What follows belongs to an exercise in optimizing a design on an open flow for small area; a production flow would make more cautious choices. The RTL was checked by simulation tests, not by an equivalence proof against the original design. Power and IR drop assume default switching activity.

## design/flow/design.v

```verilog
module la_capture_core #(
  parameter int WIDTH = 8,
  parameter int DEPTH = 256,
  parameter int AW    = $clog2(DEPTH)
) (
  input  logic             gclk,
  input  logic             gresetn,
  input  logic             arm,
  input  logic             abort,
  input  logic [WIDTH-1:0] probe_i,
  input  logic [WIDTH-1:0] trig_mask,
  input  logic [WIDTH-1:0] trig_value,
  input  logic [1:0]       trig_mode,
  input  logic [AW-1:0]    pre_count,
  output logic             busy,
  output logic             triggered,
  output logic             done,
  input  logic             rd_en,
  input  logic [AW-1:0]    rd_addr,
  output logic [WIDTH-1:0] rd_data,
  output logic             rd_valid
);
  logic [DEPTH-1:0][WIDTH-1:0] sr;
  logic [AW-1:0]    cnt;
  logic [AW-1:0]    pre_q;
  logic [WIDTH-1:0] mask_q;
  logic [WIDTH-1:0] value_q;
  logic [1:0]       mode_q;
  logic             prev_match;
  logic             have_prev;    
  logic             pre_done;
  logic             wait_st;
  logic             start;
  logic             match;
  logic             change;
  logic             hit;
  logic             adv;
  logic             last;
  logic [AW-1:0]    cnt_inc;
  logic [AW-1:0]    rd_phys;
  logic [DEPTH-1:0] rd_sel;
  logic [WIDTH-1:0] rd_mux;
  always_comb begin
    done     = triggered && !busy;
    pre_done = cnt == pre_q;
    wait_st  = busy && !triggered && pre_done;
    start   = arm && !busy;
    match   = ((probe_i ^ value_q) & mask_q) == '0;
    change  = ((probe_i ^ sr[0]) & mask_q) != '0;
    cnt_inc = cnt + AW'(1);
    rd_phys = cnt + ~rd_addr;
    hit     = 1'b0;
    case (mode_q)
      2'b00:   hit = match;
      2'b01:   hit = have_prev && match && !prev_match;
      2'b10:   hit = have_prev && !match && prev_match;
      default: hit = have_prev && change;
    endcase
    adv  = (wait_st && hit) || (busy && triggered);
    last = adv && (cnt == AW'(DEPTH - 1));
  end
  localparam int NL = (DEPTH + 2) / 3;
  logic [15:0] lo_n, hi_n;
  la_capture_pdec #(.AW(4), .N(16)) u_lo (.a(rd_phys[3:0]), .y_n(lo_n));
  la_capture_pdec #(.AW(4), .N(16)) u_hi (.a(rd_phys[7:4]), .y_n(hi_n));
  for (genvar i = 0; i < DEPTH; i++) begin : g_dec
    la_capture_nor2 u_nor (.a_n(lo_n[i % 16]), .b_n(hi_n[i / 16]), .y(rd_sel[i]));
  end
  for (genvar b = 0; b < WIDTH; b++) begin : g_rd
    logic [NL-1:0] leaf_n;
    for (genvar l = 0; l < NL; l++) begin : g_leaf
      localparam int K = (DEPTH - 3 * l) < 3 ? (DEPTH - 3 * l) : 3;
      logic [K-1:0] s, d;
      for (genvar k = 0; k < K; k++) begin : g_k
        assign s[k] = rd_sel[3 * l + k];
        assign d[k] = sr[3 * l + k][b];
      end
      la_capture_aoi #(.N(K)) u_aoi (.sel(s), .d(d), .y_n(leaf_n[l]));
    end
    assign rd_mux[b] = ~&leaf_n;
  end
  always_ff @(posedge gclk) begin
    sr <= {sr[DEPTH-2:0], done ? sr[DEPTH-1] : probe_i};
  end
  always_ff @(posedge gclk) begin
    prev_match <= match;
    have_prev  <= busy;
    if (start) begin
      mask_q  <= trig_mask;
      value_q <= trig_value;
      mode_q  <= trig_mode;
      pre_q   <= pre_count;
      cnt     <= '0;
    end else if (!wait_st || hit) begin
      cnt <= cnt_inc;
    end
  end
  always_ff @(posedge gclk or negedge gresetn) begin
    if (!gresetn) begin
      busy      <= 1'b0;
      triggered <= 1'b0;
      rd_data   <= '0;
      rd_valid  <= 1'b0;
    end else begin
      rd_valid <= done && rd_en;
      if (done && rd_en) rd_data <= rd_mux;
      if (abort) begin
        busy      <= 1'b0;
        triggered <= 1'b0;
      end else if (start) begin
        busy      <= 1'b1;
        triggered <= 1'b0;
      end else begin
        if (wait_st && hit) triggered <= 1'b1;
        if (last) busy <= 1'b0;
      end
    end
  end
endmodule
module la_capture_pdec #(
  parameter int AW = 4,
  parameter int N  = 16
) (
  input  logic [AW-1:0] a,
  output logic [N-1:0]  y_n
);
  always_comb
    for (int i = 0; i < N; i++) y_n[i] = a != AW'(i);
endmodule
module la_capture_nor2 (
  input  logic a_n,
  input  logic b_n,
  output logic y
);
  assign y = ~(a_n | b_n);
endmodule
module la_capture_aoi #(
  parameter int N = 3
) (
  input  logic [N-1:0] sel,
  input  logic [N-1:0] d,
  output logic         y_n
);
  assign y_n = ~|(sel & d);
endmodule
```

## design/flow/flow/run.sh

```bash
#!/bin/bash
# Standard ORFS layout (the standard.sh), with two changes:
#  - port buffers use the smallest buffer, sky130_fd_sc_hd__buf_1;
#  - clock tree: clkbuf_8 sink clusters of at most 19 flops, no dummy loads.
set -euo pipefail
export BUFFER_PORTS_ARGS="-buffer_cell sky130_fd_sc_hd__buf_1"
export CTS_ARGS="-sink_clustering_enable -repair_clock_nets -dont_use_dummy_load -buf_list sky130_fd_sc_hd__clkbuf_8 -sink_clustering_size 19 -sink_clustering_max_diameter 70"
bash standard.sh > standard.log 2>&1
```

## design/flow/standard.sh

```bash
#!/bin/bash
# synth_recipe.tcl (not shown) runs the flow's synth.tcl, then flattens the netlist and writes it again
# the make line also repeats each setting of config.mk as NAME=value (left out here)
make -C /OpenROAD-flow-scripts/flow DESIGN_CONFIG=/design/flow/config.mk WORK_HOME=/design/flow/orfs CLKGATE_MAP_FILE= SYNTH_SCRIPT=/design/flow/synth_recipe.tcl "${@:-finish}"
```

## design/flow/config.mk

```make
export PLATFORM = sky130hd
export DESIGN_NAME = la_capture_core
export DESIGN_NICKNAME = la_capture_core
export VERILOG_FILES = /design/flow/design.v
export SDC_FILE = /design/flow/constraint.sdc
export NUM_CORES = 4
export LEC_CHECK = 0
export CAP_MARGIN = 20
export CORE_MARGIN = 2
export CORE_UTILIZATION = 75
export SLEW_MARGIN = 20
export SYNTH_HIERARCHICAL = 1
export SYNTH_MINIMUM_KEEP_SIZE = 0
```

## design/flow/constraint.sdc

```tcl
create_clock -name core_clock -period 8.0 [get_ports {gclk}]
set_input_delay 1.6000 -clock core_clock [delete_from_list [all_inputs] [get_ports {gclk}]]
set_output_delay 1.6000 -clock core_clock [all_outputs]
set_load 0.01 [all_outputs]
```

==> load_flow_metrics.sql, run 1 <==
INSERT INTO impl_metrics (metric_group, metric, value, unit) VALUES
('run_status', 'run_status', 'no timing/DRC/antenna violations', ''),
('power_and_ir_drop', 'share_comb_of_total_power', '0.049', ''),
('cts', 'worst_skew_pair.late_latency', '810', 'ps'),
('timing', 'setup_violations', '0', ''),
('cts', 'total_of_hold_buffers_inserted_after_clock_tree_synthesis', '0', ''),
('drt', 'firstDrtPassIters', '13', ''),
('global_routing', 'number_of_antenna_violations_at_the_first_check_in_global_routing', '9', ''),
('die', 'pin_count', '59', ''),
('timing', 'max_slew_margin', '0.1686', ''),
('cts', 'post_cts.resized_instances', '0', ''),
('timing', 'grt_setup_unrepaired', 'no', ''),
('global_routing', 'grt.total_usage', '0.4065', ''),
('cells_and_area', 'drive_gt1_frac', '0.05366', ''),
('die', 'core-area', '69910', 'µm²'),
('logic_synthesis', 'syn_inst', '3462', ''),
('die', 'total_die_area', '72690', 'µm²'),
('placement', 'dp.final_hpwl', '109.9', 'mm'),
('cts', 'cts_made_buffers', '120', ''),
('setup_path', 'crit_path_max_incr_delay', '1130', 'ps'),
('cts', 'cts_htree_levels', '3', ''),
('logic_synthesis', 'dominantRegCellSynth', 'sky130_fd_sc_hd__dfxtp_1', ''),
('logic_synthesis', 'count_of_different_cell_masters_after_synthesis', '43', ''),
('global_routing', 'via_count_of_the_first_global_routing_pass', '33020', ''),
('setup_path', 'worst_setup_path_start_kind', 'primary input', ''),
('placement', 'pre_cts_ws', '664.7', 'ps'),
('setup_path', 'critical_path.cell_chain', 'buf_1 > inv_1 > ha_1 > fa_1 > a21oi_1 > nor2_1 > nor2_1 > o21bai_1 > a21oi_1 > xnor2_1 > buf_4 > nand4bb_1 > nor2_1 > a222oi_1 > nand4_1 > nor4_1 > nand4_1 > nor4_1 > o21ai_0', ''),
('power_and_ir_drop', 'seq_power_share', '0.680', ''),
('timing', 'fmax', '0.1462', 'GHz'),
('logic_synthesis', 'synth_edf_count', '26', ''),
('cells_and_area', 'num-fill-cells', '3838', ''),
('drt', 'ant_nets', '0', ''),
('logic_synthesis', 'yosys_register_bits', '2095', ''),
('setup_path', 'rrSetupSlack', '1590', 'ps'),
('setup_path', 'worst-endpoint-arrival', '7450', 'ps'),
('timing', 'holdWs', '299.9', 'ps'),
('global_routing', 'grt_pass1_wl', '219.3', 'mm'),
('logic_synthesis', 'syn_nets', '3518', ''),
('setup_path', 'crit_path_frequent_cell', 'sky130_fd_sc_hd__nor2_1', ''),
('job', 'drv.max_cap_violation_count', '0', ''),
('cts', 'cts_tree', 'built', ''),
('logic_synthesis', 'syn_area_per_cell', '15.28', 'µm²'),
('logic_synthesis', 'synth.cell_area', '52910', 'µm²'),
('drt', 'vias', '34170', ''),
('power_and_ir_drop', 'power_report.internal_total', '12.10', 'mW'),
('cts', 'clockRootBuffer', 'sky130_fd_sc_hd__clkbuf_8', ''),
('drt', 'dr_drc_count', '0', ''),
('die', 'num_rows', '97', ''),
('placement', 'dp.cells', '4510', ''),
('setup_path', 'worstSetupPathType', 'primary input to flop', ''),
('logic_synthesis', 'synth-seq-area-share', '0.7986', ''),
('logic_synthesis', 'synth_most_common_cell', 'sky130_fd_sc_hd__dfxtp_1', ''),
('logic_synthesis', 'netlist.top_cell.by_area', 'sky130_fd_sc_hd__dfxtp_1', ''),
('cells_and_area', 'syn_to_final_growth', '6.573', '%'),
('timing', 'worst-slew-pin-transition', '1247', 'ps'),
('cts', 'clkSinkCount', '2095', ''),
('setup_path', 'timing.critical_path.max_delay_family', 'simple AND/OR/NAND/NOR gates', ''),
('logic_synthesis', 'area_contributors_post_synth', 'sky130_fd_sc_hd__dfxtp_1, sky130_fd_sc_hd__a222oi_1, sky130_fd_sc_hd__nand4_1', ''),
('power_and_ir_drop', 'netSwitchingFraction', '0.2277', ''),
('global_routing', 'grt-ovfl-total', '0', ''),
('cells_and_area', 'layout.nets', '3748', ''),
('timing', 'finalClockSkew', '65.54', 'ps'),
('cts', 'post-cts-setup-buffers', '0', ''),
('drt', 'first_iter_violations', '8248', ''),
('cells_and_area', 'multi_input_area', '10550', 'µm²'),
('timing', 'setup_slack', '1158', 'ps'),
('power_and_ir_drop', 'clock_power_share', '0.270', ''),
('timing', 'fin_tns_setup', '0', 'ps'),
('logic_synthesis', 'ys_top_cells_by_count', 'sky130_fd_sc_hd__dfxtp_1, sky130_fd_sc_hd__a222oi_1, sky130_fd_sc_hd__nor2_1', ''),
('cts', 'clkSlewWorstSetupHoldPaths', '110', 'ps'),
('setup_path', 'cp_max_fo', '16', ''),
('timing', 'slew_viol_final', '0', '');
modules after synthesis (local to each module, per instance), excerpt:
module / area [µm²] / cells inside
la_capture_nor2: 3.754 / 1
la_capture_core: 44740 / 2478
layout by cell type, fill, tap and decap left out, types with 23 or more instances in the layout:
master / count
sky130_fd_sc_hd__dfxtp_1: 2058
sky130_fd_sc_hd__buf_1: 58
sky130_fd_sc_hd__nand2_1: 29
sky130_fd_sc_hd__clkbuf_8: 120
sky130_fd_sc_hd__a222oi_1: 681
sky130_fd_sc_hd__edfxtp_1: 26
sky130_fd_sc_hd__nor2_1: 263
sky130_fd_sc_hd__buf_4: 59
sky130_fd_sc_hd__nor4_1: 41
sky130_fd_sc_hd__nand4_1: 181
sky130_fd_sc_hd__xor2_1: 23
final timing paths:
path	start	end	cells after the start
min in group asynchronous	gresetn	rd_data[4]$_DFFE_PN0P_	1
max in group asynchronous	gresetn	triggered$_DFFE_PN0P_	1
setup / recovery	rd_addr[0]	rd_data[3]$_DFFE_PN0P_	19
hold reg to reg	sr[830]$_DFF_P_	sr[838]$_DFF_P_	0
setup reg to reg	cnt[0]$_SDFFE_PP0P_	rd_data[3]$_DFFE_PN0P_	17
hold / removal	sr[830]$_DFF_P_	sr[838]$_DFF_P_	0
kinds of logic (layout without fill, tap and decap cells):
kind of cell,count (synthesis),count (layout),share of synthesized area
AOI/OAI and AO/OA,722,722,0.1334
adders and majority gates,9,9,0.002270
muxes,9,9,0.001892
and+or+nand+nor,572,572,0.05649
DFF,2095,2095,0.7986
buffers and inverters,23,251,0.002057
xor gates and xnor gates,32,32,0.005297
other,0,9,0
state kept, by name (all words and copies together) (netlist names):
signal      flops
sr           2048
value_q         8
rd_valid        1
rd_data         8
busy            1
mode_q          2
pre_q           8
cnt             8
mask_q          8
prev_match      1
have_prev       1
triggered       1
power by group through the flow:
stage,registers (mW),logic (mW),clock network [mW]
after global routing,10.7,0.766,4.58
after floorplan,10.9,0.308,0
after global placement,10.9,0.705,0
final,10.7,0.771,4.24
after CTS,10.7,0.721,4.23
after detailed placement,10.9,0.720,0
metal layers:
layer  up-vias  GRT usage  wire [µm]
li1      14350          -          -
met1     16910     0.5845      59360
met2      2509     0.6093      66320
met3       393    0.09680      18890
met4         8     0.1452       6487
met5         -          0         54
metrics by stage:
| step | area (µm²) | total power [mW] | utilization |
|---|---|---|---|
| final | 56390 | 15.67 | 0.8067 |
| after global routing | 56380 | 16.02 | 0.8065 |
| after CTS | 56370 | 15.61 | 0.8064 |
| after detailed placement | 54720 | 11.61 | 0.7827 |
| after global placement | 54710 | 11.59 | 0.7826 |
| after floorplan | 52910 | 11.16 | - |
final cells by class:
class / instances / share of cell area
sequential: 2095 / 0.7493
multi-input combinational: 1344 / 0.1871
clock buffer: 120 / 0.02929
tap: 940 / 0.02086
timing repair buffer: 119 / 0.01227
inverter: 12 / 0.0007987
antenna: 9 / 0.0003994
==> run 2: changes to the inputs <==
--- a/design/flow/config.mk
+++ b/design/flow/config.mk
@@ -8,6 +8,7 @@
 export CAP_MARGIN = 20
 export CORE_MARGIN = 2
 export CORE_UTILIZATION = 75
+export PLACE_DENSITY = 0.9
 export SLEW_MARGIN = 20
 export SYNTH_HIERARCHICAL = 1
 export SYNTH_MINIMUM_KEEP_SIZE = 0
==> run 2 against run 1 <==
Still clean; clock-buffer cell count did not move; register-to-register slack improved by 350 ps; sequential power barely moved; critical path depth did not move; hold slack got worse by 2.2 ps; critical path type unchanged.
==> load_flow_metrics.sql, run 2 <==
INSERT INTO impl_metrics (metric_group, metric, value, unit) VALUES
('logic_synthesis', 'synth_edf_count', '26', ''),
('cts', 'cts_made_buffers', '120', ''),
('global_routing', 'via_count_of_the_first_global_routing_pass', '33330', ''),
('cts', 'clkSlewWorstSetupHoldPaths', '110', 'ps'),
('worst_hold_path', 'hold_path_startpoint', 'sr[348]$_DFF_P_', ''),
('die', 'total_die_area', '72690', 'µm²'),
('cells_and_area', 'postLayoutCellArea', '56250', 'µm²'),
('timing', 'setup_slack', '1441', 'ps'),
('timing', 'finalClockSkew', '77.05', 'ps'),
('die', 'initial_utilization', '0.7569', ''),
('power_and_ir_drop', 'max-vdd-ir-drop', '0.2626', 'mV'),
('setup_path', 'rrSetupSlack', '1940', 'ps'),
('timing', 'fin_tns_setup', '0', 'ps'),
('setup_path', 'worst_setup_path_start_kind', 'primary input', ''),
('logic_synthesis', 'yosysWarnings', '8', ''),
('run_status', 'run_status', 'no timing/DRC/antenna violations', ''),
('setup_path', 'required', '8630', 'ps'),
('logic_synthesis', 'ys_top_cells_by_count', 'sky130_fd_sc_hd__dfxtp_1, sky130_fd_sc_hd__a222oi_1, sky130_fd_sc_hd__nor2_1', ''),
('cells_and_area', 'final_cells', '4615', ''),
('timing', 'timing_hold_violations_final', '0', ''),
('setup_path', 'critical_path.cell_chain', 'buf_1 > inv_1 > ha_1 > fa_1 > a21oi_1 > nor2_1 > nor2_1 > o21bai_1 > a21oi_1 > xnor2_1 > buf_4 > or4b_1 > nor2_1 > a222oi_1 > nand4_1 > nor4_1 > nand4_1 > nor4_1 > o21ai_0', ''),
('cts', 'post_cts.resized_instances', '0', ''),
('logic_synthesis', 'syn_inst', '3462', ''),
('worst_hold_path', 'hold_path_depth', '0', ''),
('cts', 'worst_skew_pair.late_latency', '780', 'ps'),
('timing', 'worst-slew-pin-transition', '1127', 'ps'),
('cells_and_area', 'largest_register_ffs', '2048', ''),
('drt', 'wl_met1', '56.07', 'mm'),
('timing', 'period_minus_slack', '6559', 'ps'),
('setup_path', 'cp-end-kind', 'flop', ''),
('die', 'pin_count', '59', ''),
('setup_path', 'worstSetupPathType', 'primary input to flop', ''),
('logic_synthesis', 'synth-seq-area-share', '0.7986', ''),
('cts', 'cts_htree_levels', '3', ''),
('cts', 'post-cts-setup-buffers', '0', ''),
('drt', 'wl_met2', '65.32', 'mm'),
('logic_synthesis', 'synth_most_common_cell', 'sky130_fd_sc_hd__dfxtp_1', ''),
('setup_path', 'r2r_end', 'rd_data[1]$_DFFE_PN0P_', ''),
('logic_synthesis', 'count_of_different_cell_masters_after_synthesis', '43', ''),
('drt', 'top_signal_layer_used', 'met5', ''),
('cells_and_area', 'multi_input_area', '10570', 'µm²'),
('logic_synthesis', 'synth-async-reset-ratio', '0.005251', ''),
('logic_synthesis', 'syn_nets', '3518', ''),
('timing', 'timing.final.crit_share', '0.8198', ''),
('power_and_ir_drop', 'cellPowerDensity', '278.4', 'nW/µm²'),
('placement', 'dp_area', '54560', 'µm²'),
('logic_synthesis', 'synth_top_area_frac', '0.7786', ''),
('drt', 'vias', '34530', ''),
('cts', 'total_of_hold_buffers_inserted_after_clock_tree_synthesis', '0', ''),
('die', 'die_height', '269.6', 'µm'),
('setup_path', 'cp_num_cells', '19', ''),
('logic_synthesis', 'syn_area_per_cell', '15.28', 'µm²'),
('cells_and_area', 'layout.nets', '3727', ''),
('global_routing', 'grt-ovfl-total', '0', ''),
('timing', 'grt_setup_unrepaired', 'no', ''),
('logic_synthesis', 'area_contributors_post_synth', 'sky130_fd_sc_hd__dfxtp_1, sky130_fd_sc_hd__a222oi_1, sky130_fd_sc_hd__nand4_1', ''),
('power_and_ir_drop', 'power.static_leakage', '20.54', 'nW'),
('timing', 'setup_violations', '0', ''),
('global_routing', 'grt_start_max_net_pins', '36', ''),
('logic_synthesis', 'dominantRegCellSynth', 'sky130_fd_sc_hd__dfxtp_1', ''),
('global_routing', 'number_of_antenna_violations_at_the_first_check_in_global_routing', '7', ''),
('cells_and_area', 'drive_gt1_frac', '0.04906', ''),
('drt', 'met3_routed_length', '19.61', 'mm'),
('logic_synthesis', 'yosys_register_bits', '2095', ''),
('cells_and_area', 'final-seq-area', '42260', 'µm²'),
('setup_path', 'crit_path_max_incr_delay', '780', 'ps'),
('worst_hold_path', 'min_delay_worst_endpoint', 'sr[356]$_DFF_P_', ''),
('cells_and_area', 'layout_commonest_cell', 'sky130_fd_sc_hd__dfxtp_1', ''),
('timing', 'fmax', '0.1525', 'GHz'),
('cts', 'cts_max_path_buffers', '3', ''),
('power_and_ir_drop', 'p_total', '15.66', 'mW'),
('die', 'dieWidth', '269.6', 'µm'),
('global_routing', 'grt.total_usage', '0.4033', ''),
('placement', 'dp.final_hpwl', '106.0', 'mm'),
('timing', 'slew_viol_final', '0', ''),
('worst_hold_path', 'min_path_type', 'flop to flop', ''),
('cts', 'clockRootBuffer', 'sky130_fd_sc_hd__clkbuf_8', ''),
('logic_synthesis', 'netlist.top_cell.by_area', 'sky130_fd_sc_hd__dfxtp_1', ''),
('drt', 'routed_wirelength', '150.0', 'mm'),
('cts', 'cts_tree', 'built', ''),
('die', 'num_rows', '97', ''),
('drt', 'dr_drc_count', '0', ''),
('job', 'drv.max_cap_violation_count', '0', ''),
('logic_synthesis', 'synth.cell_area', '52910', 'µm²'),
('drt', 'firstDrtPassIters', '13', ''),
('placement', 'dp.cells', '4488', ''),
('placement', 'io_buffer_count', '58', ''),
('setup_path', 'worst_reg2reg_startpoint', 'cnt[0]$_SDFFE_PP0P_', ''),
('setup_path', 'cp_max_fo', '16', ''),
('cells_and_area', 'syn_to_final_growth', '6.294', '%'),
('setup_path', 'critPathSlowestCell', 'sky130_fd_sc_hd__a222oi_1', ''),
('cts', 'clkSinkCount', '2095', ''),
('die', 'core-area', '69910', 'µm²'),
('drt', 'first_iter_violations', '8125', ''),
('drt', 'post_drt_wl_per_cell', '32.51', 'µm'),
('cells_and_area', 'largest_register', 'sr', ''),
('setup_path', 'ff2ff_path_depth', '17', ''),
('placement', 'pre_cts_ws', '957.1', 'ps'),
('timing', 'max_slew_margin', '0.2486', ''),
('setup_path', 'worst-endpoint-arrival', '7190', 'ps'),
('setup_path', 'crit_path_frequent_cell', 'sky130_fd_sc_hd__nor2_1', ''),
('setup_path', 'critPathBufInv', '3', ''),
('drt', 'ant_nets', '0', ''),
('setup_path', 'timing.critical_path.max_delay_family', 'simple AND/OR/NAND/NOR gates', ''),
('drt', 'vias_per_cell', '7.483', ''),
('placement', 'gp_congestion', '0.9804', ''),
('cells_and_area', 'num-fill-cells', '3661', ''),
('cells_and_area', 'layout.cells.most_common_list', 'sky130_fd_sc_hd__dfxtp_1, sky130_fd_sc_hd__a222oi_1, sky130_fd_sc_hd__nor2_1', ''),
('global_routing', 'grt_pass1_wl', '218.9', 'mm');
[run 2: area by class of cell]
type                            instances  area share
Multi-Input combinational cell       1344      0.1879
Clock buffer                          120     0.02936
Inverter                               12   0.0008008
Timing Repair Buffer                   98    0.009499
Sequential cell                      2095      0.7513
Antenna cell                            6   0.0002669
Tap cell                              940     0.02091
[run 2: worst max path at each step]
stage / endpoint / startpoint
after global routing: rd_data[6]$_DFFE_PN0P_ / rd_addr[0]
final: rd_data[1]$_DFFE_PN0P_ / rd_addr[0]
after global placement: rd_data[6]$_DFFE_PN0P_ / rd_addr[0]
after CTS: rd_data[6]$_DFFE_PN0P_ / rd_addr[0]
after detailed placement: rd_data[6]$_DFFE_PN0P_ / rd_addr[0]
after floorplan: rd_data[6]$_DFFE_PN0P_ / rd_addr[0]
[run 2: modules after synthesis, one instance, submodules excluded, a selection]
module           times used  flip-flops and latches  cells
la_capture_core           1                    2095   2478
la_capture_nor2         256                       0      1
[run 2: metal layers]
layer | track usage | up-vias
met2 | 0.6059 | 2749
met3 | 0.09760 | 527
met5 | 0 | -
met1 | 0.5564 | 16970
met4 | 0.1944 | 6
li1 | - | 14280
[run 2: metrics by stage]
stage,utilization,hold slack [ps]
6_report,0.8046,297.7
5_1_grt,0.8044,296.2
4_1_cts,0.8041,298.3
3_5_place_dp,0.7805,334.7
3_3_place_gp,0.7805,331.1
2_1_floorplan,-,329.8
[run 2: logic make-up after synthesis]
kind of cell | Yosys count | share of synthesized area
DFF | 2095 | 0.7986
AOI/OAI and AO/OA | 722 | 0.1334
and+or+nand+nor | 572 | 0.05649
xor gates and xnor gates | 32 | 0.005297
buffers and inverters | 23 | 0.002057
muxes | 9 | 0.001892
adders and majority gates | 9 | 0.002270
[run 2: worst reg2reg max path, stage by stage (launching register included)]
cell,delay (ps)
sky130_fd_sc_hd__dfxtp_1,420
sky130_fd_sc_hd__ha_1,260
sky130_fd_sc_hd__fa_1,440
sky130_fd_sc_hd__a21oi_1,180
sky130_fd_sc_hd__nor2_1,50
sky130_fd_sc_hd__nor2_1,160
sky130_fd_sc_hd__o21bai_1,100
sky130_fd_sc_hd__a21oi_1,190
sky130_fd_sc_hd__xnor2_1,240
sky130_fd_sc_hd__buf_4,270
sky130_fd_sc_hd__or4b_1,600
sky130_fd_sc_hd__nor2_1,390
sky130_fd_sc_hd__a222oi_1,790
sky130_fd_sc_hd__nand4_1,180
sky130_fd_sc_hd__nor4_1,770
sky130_fd_sc_hd__nand4_1,330
sky130_fd_sc_hd__nor4_1,410
sky130_fd_sc_hd__o21ai_0,140
[run 2: where the power goes]
group	switching, mW	internal (mW)	total, mW
combinational	0.571	0.178	0.749
sequential	0.0939	10.6	10.7
clock	2.90	1.35	4.25
==> run 3: changes to the inputs <==
--- a/design/flow/config.mk
+++ b/design/flow/config.mk
@@ -8,7 +8,7 @@
 export CAP_MARGIN = 20
 export CORE_MARGIN = 2
 export CORE_UTILIZATION = 75
-export PLACE_DENSITY = 0.9
+export PLACE_DENSITY = 0.85
 export SLEW_MARGIN = 20
 export SYNTH_HIERARCHICAL = 1
 export SYNTH_MINIMUM_KEEP_SIZE = 0
==> run 3 against run 2 <==
Critical path depth unchanged; clock power about the same; sequential share of layout area up 0.060 points; global-route usage down 0.50 points; via count down 1.2%; routed wire length down 1.9%; register-to-register slack worse by 620 ps; hold slack worse by 13 ps; critical endpoint is now rd_data[5]$_DFFE_PN0P_; largest power group unchanged; highest routed layer unchanged.
==> load_flow_metrics.sql, run 3 <==
INSERT INTO impl_metrics (metric_group, metric, value, unit) VALUES
('setup_path', 'crit_path_max_incr_delay', '840', 'ps'),
('timing', 'setup_slack', '824.8', 'ps'),
('cts', 'cts_max_path_buffers', '3', ''),
('cells_and_area', 'layout.core_utilization', '0.8039', ''),
('worst_hold_path', 'min_path_type', 'flop to flop', ''),
('cts', 'total_of_hold_buffers_inserted_after_clock_tree_synthesis', '0', ''),
('timing', 'grt_setup_unrepaired', 'no', ''),
('timing', 'period_minus_slack', '7175', 'ps'),
('cts', 'cts_tree', 'built', ''),
('logic_synthesis', 'syn_area_per_cell', '15.28', 'µm²'),
('cts', 'worst_skew_pair.late_latency', '780', 'ps'),
('cells_and_area', 'drive_gt1_frac', '0.04807', ''),
('cells_and_area', 'syn_to_final_growth', '6.209', '%'),
('logic_synthesis', 'synth-async-reset-ratio', '0.005251', ''),
('setup_path', 'critPathBufInv', '3', ''),
('die', 'initial_utilization', '0.7569', ''),
('placement', 'pre_cts_ws', '492.7', 'ps'),
('drt', 'firstDrtPassIters', '13', ''),
('power_and_ir_drop', 'power.static_leakage', '20.52', 'nW'),
('drt', 'ant_nets', '0', ''),
('timing', 'slew_viol_final', '0', ''),
('setup_path', 'crit_path_frequent_cell', 'sky130_fd_sc_hd__nor2_1', ''),
('cells_and_area', 'layout.nets', '3719', ''),
('die', 'total_die_area', '72690', 'µm²'),
('timing', 'max_slew_margin', '0.2407', ''),
('cells_and_area', 'largest_register', 'sr', ''),
('setup_path', 'cp_max_fo', '16', ''),
('placement', 'io_buffer_count', '58', ''),
('setup_path', 'critical_path.cell_chain', 'buf_1 > inv_1 > ha_1 > fa_1 > a21oi_1 > nor2_1 > nor2_1 > o21bai_1 > a21oi_1 > xnor2_4 > buf_4 > nand4bb_1 > nor2_1 > a222oi_1 > nand4_1 > nor4_1 > nand4_1 > nor4_1 > o21ai_0', ''),
('setup_path', 'r2r_end', 'rd_data[5]$_DFFE_PN0P_', ''),
('power_and_ir_drop', 'cellPowerDensity', '278.5', 'nW/µm²'),
('cts', 'clkSinkCount', '2095', ''),
('cts', 'post_cts.resized_instances', '0', ''),
('timing', 'fmax', '0.1394', 'GHz'),
('cts', 'post-cts-setup-buffers', '0', ''),
('cells_and_area', 'num-fill-cells', '3900', ''),
('global_routing', 'number_of_antenna_violations_at_the_first_check_in_global_routing', '8', ''),
('worst_hold_path', 'hold_path_depth', '0', ''),
('logic_synthesis', 'netlist.top_cell.by_area', 'sky130_fd_sc_hd__dfxtp_1', ''),
('placement', 'dp.final_hpwl', '105.1', 'mm'),
('logic_synthesis', 'ys_top_cells_by_count', 'sky130_fd_sc_hd__dfxtp_1, sky130_fd_sc_hd__a222oi_1, sky130_fd_sc_hd__nor2_1', ''),
('logic_synthesis', 'yosys_register_bits', '2095', ''),
('logic_synthesis', 'syn_nets', '3518', ''),
('logic_synthesis', 'synth.cell_area', '52910', 'µm²'),
('die', 'pin_count', '59', ''),
('global_routing', 'via_count_of_the_first_global_routing_pass', '33100', ''),
('timing', 'finalClockSkew', '55.19', 'ps'),
('timing', 'fin_tns_setup', '0', 'ps'),
('setup_path', 'critPathSlowestCell', 'sky130_fd_sc_hd__a222oi_1', ''),
('drt', 'vias', '34120', ''),
('worst_hold_path', 'hold_path_startpoint', 'sr[308]$_DFF_P_', ''),
('setup_path', 'worst_setup_path_start_kind', 'primary input', ''),
('logic_synthesis', 'syn_inst', '3462', ''),
('cts', 'cts_htree_levels', '3', ''),
('cells_and_area', 'final-seq-area', '42260', 'µm²'),
('drt', 'vias_per_cell', '7.408', ''),
('setup_path', 'rrSetupSlack', '1320', 'ps'),
('die', 'dieWidth', '269.6', 'µm'),
('timing', 'setup_violations', '0', ''),
('setup_path', 'worstSetupPathType', 'primary input to flop', ''),
('global_routing', 'grt.total_usage', '0.3983', ''),
('cells_and_area', 'largest_register_ffs', '2048', ''),
('placement', 'gp_congestion', '1.054', ''),
('timing', 'worst-slew-pin-transition', '1132', 'ps'),
('timing', 'timing_hold_violations_final', '0', ''),
('die', 'num_rows', '97', ''),
('power_and_ir_drop', 'max-vdd-ir-drop', '0.2074', 'mV'),
('worst_hold_path', 'min_delay_worst_endpoint', 'sr[316]$_DFF_P_', ''),
('die', 'core-area', '69910', 'µm²'),
('job', 'drv.max_cap_violation_count', '0', ''),
('drt', 'routed_wirelength', '147.2', 'mm'),
('cts', 'clockRootBuffer', 'sky130_fd_sc_hd__clkbuf_8', ''),
('setup_path', 'ff2ff_path_depth', '17', ''),
('global_routing', 'grt-ovfl-total', '0', ''),
('logic_synthesis', 'synth_top_area_frac', '0.7786', ''),
('drt', 'post_drt_wl_per_cell', '31.97', 'µm'),
('drt', 'dr_drc_count', '0', ''),
('logic_synthesis', 'synth_most_common_cell', 'sky130_fd_sc_hd__dfxtp_1', ''),
('logic_synthesis', 'count_of_different_cell_masters_after_synthesis', '43', ''),
('setup_path', 'worst_reg2reg_startpoint', 'cnt[0]$_SDFFE_PP0P_', ''),
('setup_path', 'worst-endpoint-arrival', '7810', 'ps'),
('cells_and_area', 'layout_commonest_cell', 'sky130_fd_sc_hd__dfxtp_1', ''),
('logic_synthesis', 'area_contributors_post_synth', 'sky130_fd_sc_hd__dfxtp_1, sky130_fd_sc_hd__a222oi_1, sky130_fd_sc_hd__nand4_1', ''),
('cells_and_area', 'layout.cells.most_common_list', 'sky130_fd_sc_hd__dfxtp_1, sky130_fd_sc_hd__a222oi_1, sky130_fd_sc_hd__nor2_1', ''),
('global_routing', 'grt_start_max_net_pins', '36', ''),
('timing', 'timing.final.crit_share', '0.8969', ''),
('logic_synthesis', 'synth_edf_count', '26', ''),
('setup_path', 'required', '8630', 'ps'),
('cts', 'clkSlewWorstSetupHoldPaths', '120', 'ps'),
('die', 'die_height', '269.6', 'µm'),
('setup_path', 'cp-end-kind', 'flop', ''),
('drt', 'first_iter_violations', '7831', ''),
('logic_synthesis', 'synth-seq-area-share', '0.7986', ''),
('run_status', 'run_status', 'no timing/DRC/antenna violations', ''),
('cells_and_area', 'multi_input_area', '10590', 'µm²'),
('setup_path', 'timing.critical_path.max_delay_family', 'simple AND/OR/NAND/NOR gates', ''),
('logic_synthesis', 'yosysWarnings', '8', ''),
('logic_synthesis', 'dominantRegCellSynth', 'sky130_fd_sc_hd__dfxtp_1', ''),
('global_routing', 'grt_pass1_wl', '215.8', 'mm'),
('cts', 'cts_made_buffers', '120', '');
## run 3: cell count changes in the layout (fill, tap and decap cells not counted), moves of 2 or more
cell	previous run	this run
sky130_fd_sc_hd__or4b_2	0	3
sky130_fd_sc_hd__or4b_1	6	3
sky130_fd_sc_hd__xnor2_1	9	7
sky130_fd_sc_hd__buf_4	38	30
## run 3: cell type report
cell class,instances,share of cell area
clock buffer,120,0.02939
timing repair buffer,90,0.008371
antenna,5,0.0002226
inverter,12,0.0008015
multi-input combinational,1344,0.1884
tap,940,0.02093
sequential,2095,0.7519
## run 3: power by group
part,internal (mW),switching (mW),total (mW),leakage (nW)
sequential,10.6,0.0881,10.7,17.1
clock,1.35,2.87,4.22,0.863
combinational,0.164,0.613,0.777,2.53
## run 3: cells by family after synthesis
logic type,synth area share
AOI/OAI and AO/OA,0.1334
buffers and inverters,0.002057
xor gates and xnor gates,0.005297
DFF,0.7986
and+or+nand+nor,0.05649
adders and majority gates,0.002270
muxes,0.001892
## run 3: per-module statistics from Yosys (local to each module, per instance), a selection
module,cell area [µm²],cells inside
la_capture_core,44740,2478
la_capture_nor2,3.754,1
## run 3: worst reg2reg max path, stage by stage, from the launching register on
cell,delay [ps]
sky130_fd_sc_hd__dfxtp_1,420
sky130_fd_sc_hd__ha_1,260
sky130_fd_sc_hd__fa_1,470
sky130_fd_sc_hd__a21oi_1,190
sky130_fd_sc_hd__nor2_1,60
sky130_fd_sc_hd__nor2_1,150
sky130_fd_sc_hd__o21bai_1,90
sky130_fd_sc_hd__a21oi_1,350
sky130_fd_sc_hd__xnor2_4,380
sky130_fd_sc_hd__buf_4,260
sky130_fd_sc_hd__nand4bb_1,620
sky130_fd_sc_hd__nor2_1,330
sky130_fd_sc_hd__a222oi_1,840
sky130_fd_sc_hd__nand4_1,400
sky130_fd_sc_hd__nor4_1,690
sky130_fd_sc_hd__nand4_1,460
sky130_fd_sc_hd__nor4_1,450
sky130_fd_sc_hd__o21ai_0,140
## run 3: layer usage
| metal | up-vias | part of all wire | GRT usage |
|---|---|---|---|
| met2 | 2540 | 0.43 | 0.5948 |
| met4 | 6 | 0.058 | 0.1924 |
| li1 | 14300 | - | - |
| met1 | 16780 | 0.38 | 0.5491 |
| met3 | 497 | 0.13 | 0.1012 |
| met5 | - | 0.00029 | 0 |
## run 3: per-stage QoR
stage | power, mW | hold slack (ps) | area [µm²] | instances
3_3_place_gp | 11.59 | 332.6 | 54500 | 4480
3_5_place_dp | 11.61 | 334.8 | 54520 | 4480
4_1_cts | 15.60 | 286.4 | 56170 | 4600
2_1_floorplan | 11.16 | 329.8 | 52910 | 3462
6_report | 15.65 | 284.7 | 56200 | 4606
5_1_grt | 16.04 | 283.6 | 56190 | 4603
## run 3: worst max path at each step
stage / start / endpoint / slack (ps) / cells past startpoint
after detailed placement: rd_addr[0] / rd_data[5]$_DFFE_PN0P_ / 490 / 19
after CTS: rd_addr[0] / rd_data[5]$_DFFE_PN0P_ / 1220 / 19
after global placement: rd_addr[0] / rd_data[5]$_DFFE_PN0P_ / 510 / 19
final: rd_addr[0] / rd_data[5]$_DFFE_PN0P_ / 820 / 19
after floorplan: rd_addr[0] / rd_data[6]$_DFFE_PN0P_ / 2790 / 18
after global routing: rd_addr[0] / rd_data[5]$_DFFE_PN0P_ / 840 / 19
==> run 4: changes to the inputs <==
==> design/flow/flow/run.sh (replaced) <==
#!/bin/bash
# Standard ORFS layout (the standard.sh), with two changes:
#  - port buffers use the smallest buffer, sky130_fd_sc_hd__buf_1;
#  - clock tree: clkbuf_8 sink clusters of at most 18 flops, no dummy loads.
set -euo pipefail
export BUFFER_PORTS_ARGS="-buffer_cell sky130_fd_sc_hd__buf_1"
export CTS_ARGS="-sink_clustering_enable -repair_clock_nets -dont_use_dummy_load -buf_list sky130_fd_sc_hd__clkbuf_8 -sink_clustering_size 18 -sink_clustering_max_diameter 40"
bash standard.sh > standard.log 2>&1
--- a/design/flow/config.mk
+++ b/design/flow/config.mk
@@ -8,7 +8,6 @@
 export CAP_MARGIN = 20
 export CORE_MARGIN = 2
 export CORE_UTILIZATION = 75
-export PLACE_DENSITY = 0.85
 export SLEW_MARGIN = 20
 export SYNTH_HIERARCHICAL = 1
 export SYNTH_MINIMUM_KEEP_SIZE = 0
==> run 4 against run 3 <==
Synthesized cell count unchanged; sequential share of layout area decreased by 0.91 points; non-clock buffer count increased by 29; die area unchanged; routed wire length increased by 3.2%; power increased by 3.5%; critical path depth unchanged; global-route usage increased by 1.4 points; core utilization increased by 0.98 points; critical endpoint is now rd_data[3]$_DFFE_PN0P_; largest power group unchanged.
==> load_flow_metrics.sql, run 4 <==
INSERT INTO impl_metrics (metric_group, metric, value, unit) VALUES
('timing', 'slew_viol_final', '0', ''),
('setup_path', 'worst_setup_path_start_kind', 'primary input', ''),
('cts', 'clockRootBuffer', 'sky130_fd_sc_hd__clkbuf_8', ''),
('global_routing', 'grt.total_usage', '0.4128', ''),
('cts', 'worst_skew_pair.late_latency', '860', 'ps'),
('cts', 'total_of_hold_buffers_inserted_after_clock_tree_synthesis', '0', ''),
('cts', 'post_cts.resized_instances', '0', ''),
('timing', 'grt_setup_unrepaired', 'no', ''),
('timing', 'setup_violations', '0', ''),
('drt', 'dr_drc_count', '0', ''),
('timing', 'holdWs', '272.5', 'ps'),
('power_and_ir_drop', 'power.static_leakage', '20.89', 'nW'),
('drt', 'firstDrtPassIters', '13', ''),
('cells_and_area', 'layout.cells.most_common_list', 'sky130_fd_sc_hd__dfxtp_1, sky130_fd_sc_hd__a222oi_1, sky130_fd_sc_hd__nor2_1', ''),
('timing', 'period_minus_slack', '6637', 'ps'),
('timing', 'finalClockSkew', '86.31', 'ps'),
('logic_synthesis', 'ys_top_cells_by_count', 'sky130_fd_sc_hd__dfxtp_1, sky130_fd_sc_hd__a222oi_1, sky130_fd_sc_hd__nor2_1', ''),
('logic_synthesis', 'synth-async-reset-ratio', '0.005251', ''),
('setup_path', 'cp-end-kind', 'flop', ''),
('placement', 'gp_congestion', '1.027', ''),
('die', 'total_die_area', '72690', 'µm²'),
('logic_synthesis', 'dominantRegCellSynth', 'sky130_fd_sc_hd__dfxtp_1', ''),
('logic_synthesis', 'synth_edf_count', '26', ''),
('power_and_ir_drop', 'p_switching', '3.683', 'mW'),
('placement', 'io_buffer_count', '58', ''),
('logic_synthesis', 'synth_top_area_frac', '0.7786', ''),
('run_status', 'run_status', 'no timing/DRC/antenna violations', ''),
('logic_synthesis', 'yosysWarnings', '8', ''),
('logic_synthesis', 'area_contributors_post_synth', 'sky130_fd_sc_hd__dfxtp_1, sky130_fd_sc_hd__a222oi_1, sky130_fd_sc_hd__nand4_1', ''),
('cells_and_area', 'layout.nets', '3785', ''),
('setup_path', 'worst-endpoint-arrival', '7260', 'ps'),
('logic_synthesis', 'netlist.top_cell.by_area', 'sky130_fd_sc_hd__dfxtp_1', ''),
('cts', 'post-cts-setup-buffers', '0', ''),
('timing', 'timing_hold_violations_final', '0', ''),
('power_and_ir_drop', 'netSwitchingFraction', '0.2274', ''),
('setup_path', 'worstSetupPathType', 'primary input to flop', ''),
('cts', 'cts_tree', 'built', ''),
('job', 'drv.max_cap_violation_count', '0', ''),
('worst_hold_path', 'min_path_type', 'flop to flop', ''),
('cts', 'cts_max_path_buffers', '3', ''),
('power_and_ir_drop', 'max-vdd-ir-drop', '0.2400', 'mV'),
('power_and_ir_drop', 'seq_power_share', '0.658', ''),
('power_and_ir_drop', 'cellPowerDensity', '284.7', 'nW/µm²'),
('power_and_ir_drop', 'power_report.internal_total', '12.51', 'mW'),
('cts', 'cts_made_buffers', '157', ''),
('global_routing', 'number_of_antenna_violations_at_the_first_check_in_global_routing', '8', ''),
('global_routing', 'grt_start_max_net_pins', '36', ''),
('power_and_ir_drop', 'clock_power_share', '0.294', ''),
('power_and_ir_drop', 'share_comb_of_total_power', '0.048', '');
## run 4: cell counts after synthesis
Identical to the previous run, type by type.
## run 4: cells by family (layout without fill, tap and decap cells)
logic type | after synthesis | in the layout | share of synthesized area
multiplexers | 9 | 9 | 0.001892
AND/OR/NAND/NOR | 572 | 572 | 0.05649
other | 0 | 3 | 0
AO/OA/AOI/OAI | 722 | 722 | 0.1334
buffers and inverters | 23 | 288 | 0.002057
flip-flops | 2095 | 2095 | 0.7986
XOR/XNOR | 32 | 32 | 0.005297
adder cells (fa/ha/maj) | 9 | 9 | 0.002270
## run 4: path summary, 6_finish.rpt
check                                    startpoint                      to  slack, ps  depth (start not counted)
worst max-delay path                     rd_addr[0]  rd_data[3]$_DFFE_PN0P_       1360                         19
worst min-delay path               sr[1964]$_DFF_P_        sr[1972]$_DFF_P_        270                          0
worst max register to register  cnt[0]$_SDFFE_PP0P_  rd_data[3]$_DFFE_PN0P_       1790                         17
worst min register to register     sr[1964]$_DFF_P_        sr[1972]$_DFF_P_        270                          0
max in group asynchronous                   gresetn        busy$_DFFE_PN0P_       6340                          1
min in group asynchronous                   gresetn  rd_data[2]$_DFFE_PN0P_        970                          1
## run 4: cell type report
type                       instances  area, µm²  share of cell area
sequential                      2095      42260              0.7428
multi-input combinational       1344      10550              0.1855
clock buffer                     157       2161             0.03798
tap                              940       1176             0.02067
timing repair buffer             119      691.9             0.01216
inverter                          12      45.04           0.0007918
antenna                            3      7.507           0.0001320
## run 4: per-stage QoR
stage / worst slack [ps] / instances / cell area [µm²] / util
4_1_cts: 1606 / 4667 / 56880 / 0.8136
3_5_place_dp: 664.7 / 4510 / 54720 / 0.7827
3_3_place_gp: 733.9 / 4509 / 54710 / 0.7826
6_report: 1363 / 4670 / 56890 / 0.8138
2_1_floorplan: 2789 / 3462 / 52910 / -
5_1_grt: 1145 / 4668 / 56880 / 0.8137
## run 4: power by group through the flow
stage                     sequential, mW  combinational (mW)  clock, mW
after global placement              10.9               0.705          0
after detailed placement            10.9               0.720          0
after floorplan                     10.9               0.308          0
after global routing                10.7               0.765       5.13
final                               10.7               0.773       4.76
after CTS                           10.7               0.721       4.76
## run 4: critical path: stages
cell                        delay [ps]
sky130_fd_sc_hd__buf_1              70
sky130_fd_sc_hd__inv_1              50
sky130_fd_sc_hd__ha_1              220
sky130_fd_sc_hd__fa_1              410
sky130_fd_sc_hd__a21oi_1           180
sky130_fd_sc_hd__nor2_1             50
sky130_fd_sc_hd__nor2_1            140
sky130_fd_sc_hd__o21bai_1           90
sky130_fd_sc_hd__a21oi_1           220
sky130_fd_sc_hd__xnor2_1           510
sky130_fd_sc_hd__buf_4             290
sky130_fd_sc_hd__nand4bb_1         630
sky130_fd_sc_hd__nor2_1            340
sky130_fd_sc_hd__a222oi_1          490
sky130_fd_sc_hd__nand4_1           360
sky130_fd_sc_hd__nor4_1            940
sky130_fd_sc_hd__nand4_1           200
sky130_fd_sc_hd__nor4_1            310
sky130_fd_sc_hd__o21ai_0           120
## run 4: per-module statistics from Yosys (local to each module, per instance), excerpt
module	flops+latches	copies in the design	area, µm²	cells
la_capture_core	2095	1	44740	2478
la_capture_nor2	0	256	3.754	1
## run 4: routing by layer
| metal | vias up | share of wire | GRT usage |
|---|---|---|---|
| met5 | - | 0.00023 | 0 |
| met4 | 6 | 0.050 | 0.1798 |
| met3 | 478 | 0.13 | 0.1037 |
| li1 | 14430 | - | - |
| met2 | 2629 | 0.43 | 0.6078 |
| met1 | 16810 | 0.39 | 0.5858 |

port drivers added, routing unchanged:
In the flow no input, the clock included, has a driving cell. The finished layouts below were timed again as built, in two steps.
Step 1: set_driving_cell puts a clkbuf_16 on gclk and a buf_2 on each other input, an assumption about the parent block.
Step 2 adds t to the input delays and takes it off the output delays; t is the mean of the earliest and latest rising clock arrival at the registers after step 1. Input paths then give back, and output paths get back, about the clock's delay inside the block.
Slacks: no drivers / after step 1 / after step 2; pairs: no drivers / after step 1.
| run | shift t [ns] | slack for setup (ns) | worst setup path at the end | pins driven straight from the clock port |
|---|---|---|---|---|
| run 1 | 0.842 | 1.158 / 1.196 / 0.355 | input to register | 1 |
| run 2 | 0.826 | 1.441 / 1.489 / 0.663 | input to register | 1 |
| run 3 | 0.820 | 0.825 / 0.865 / 0.046 | input to register | 1 |
| run 4 | 0.874 | 1.363 / 1.401 / 0.527 | input to register | 1 |
After both steps every run listed still meets setup and hold. For run 4, which loses most, drivers alone change the setup slack by +0.038 ns; drivers and shift together by -0.836 ns.
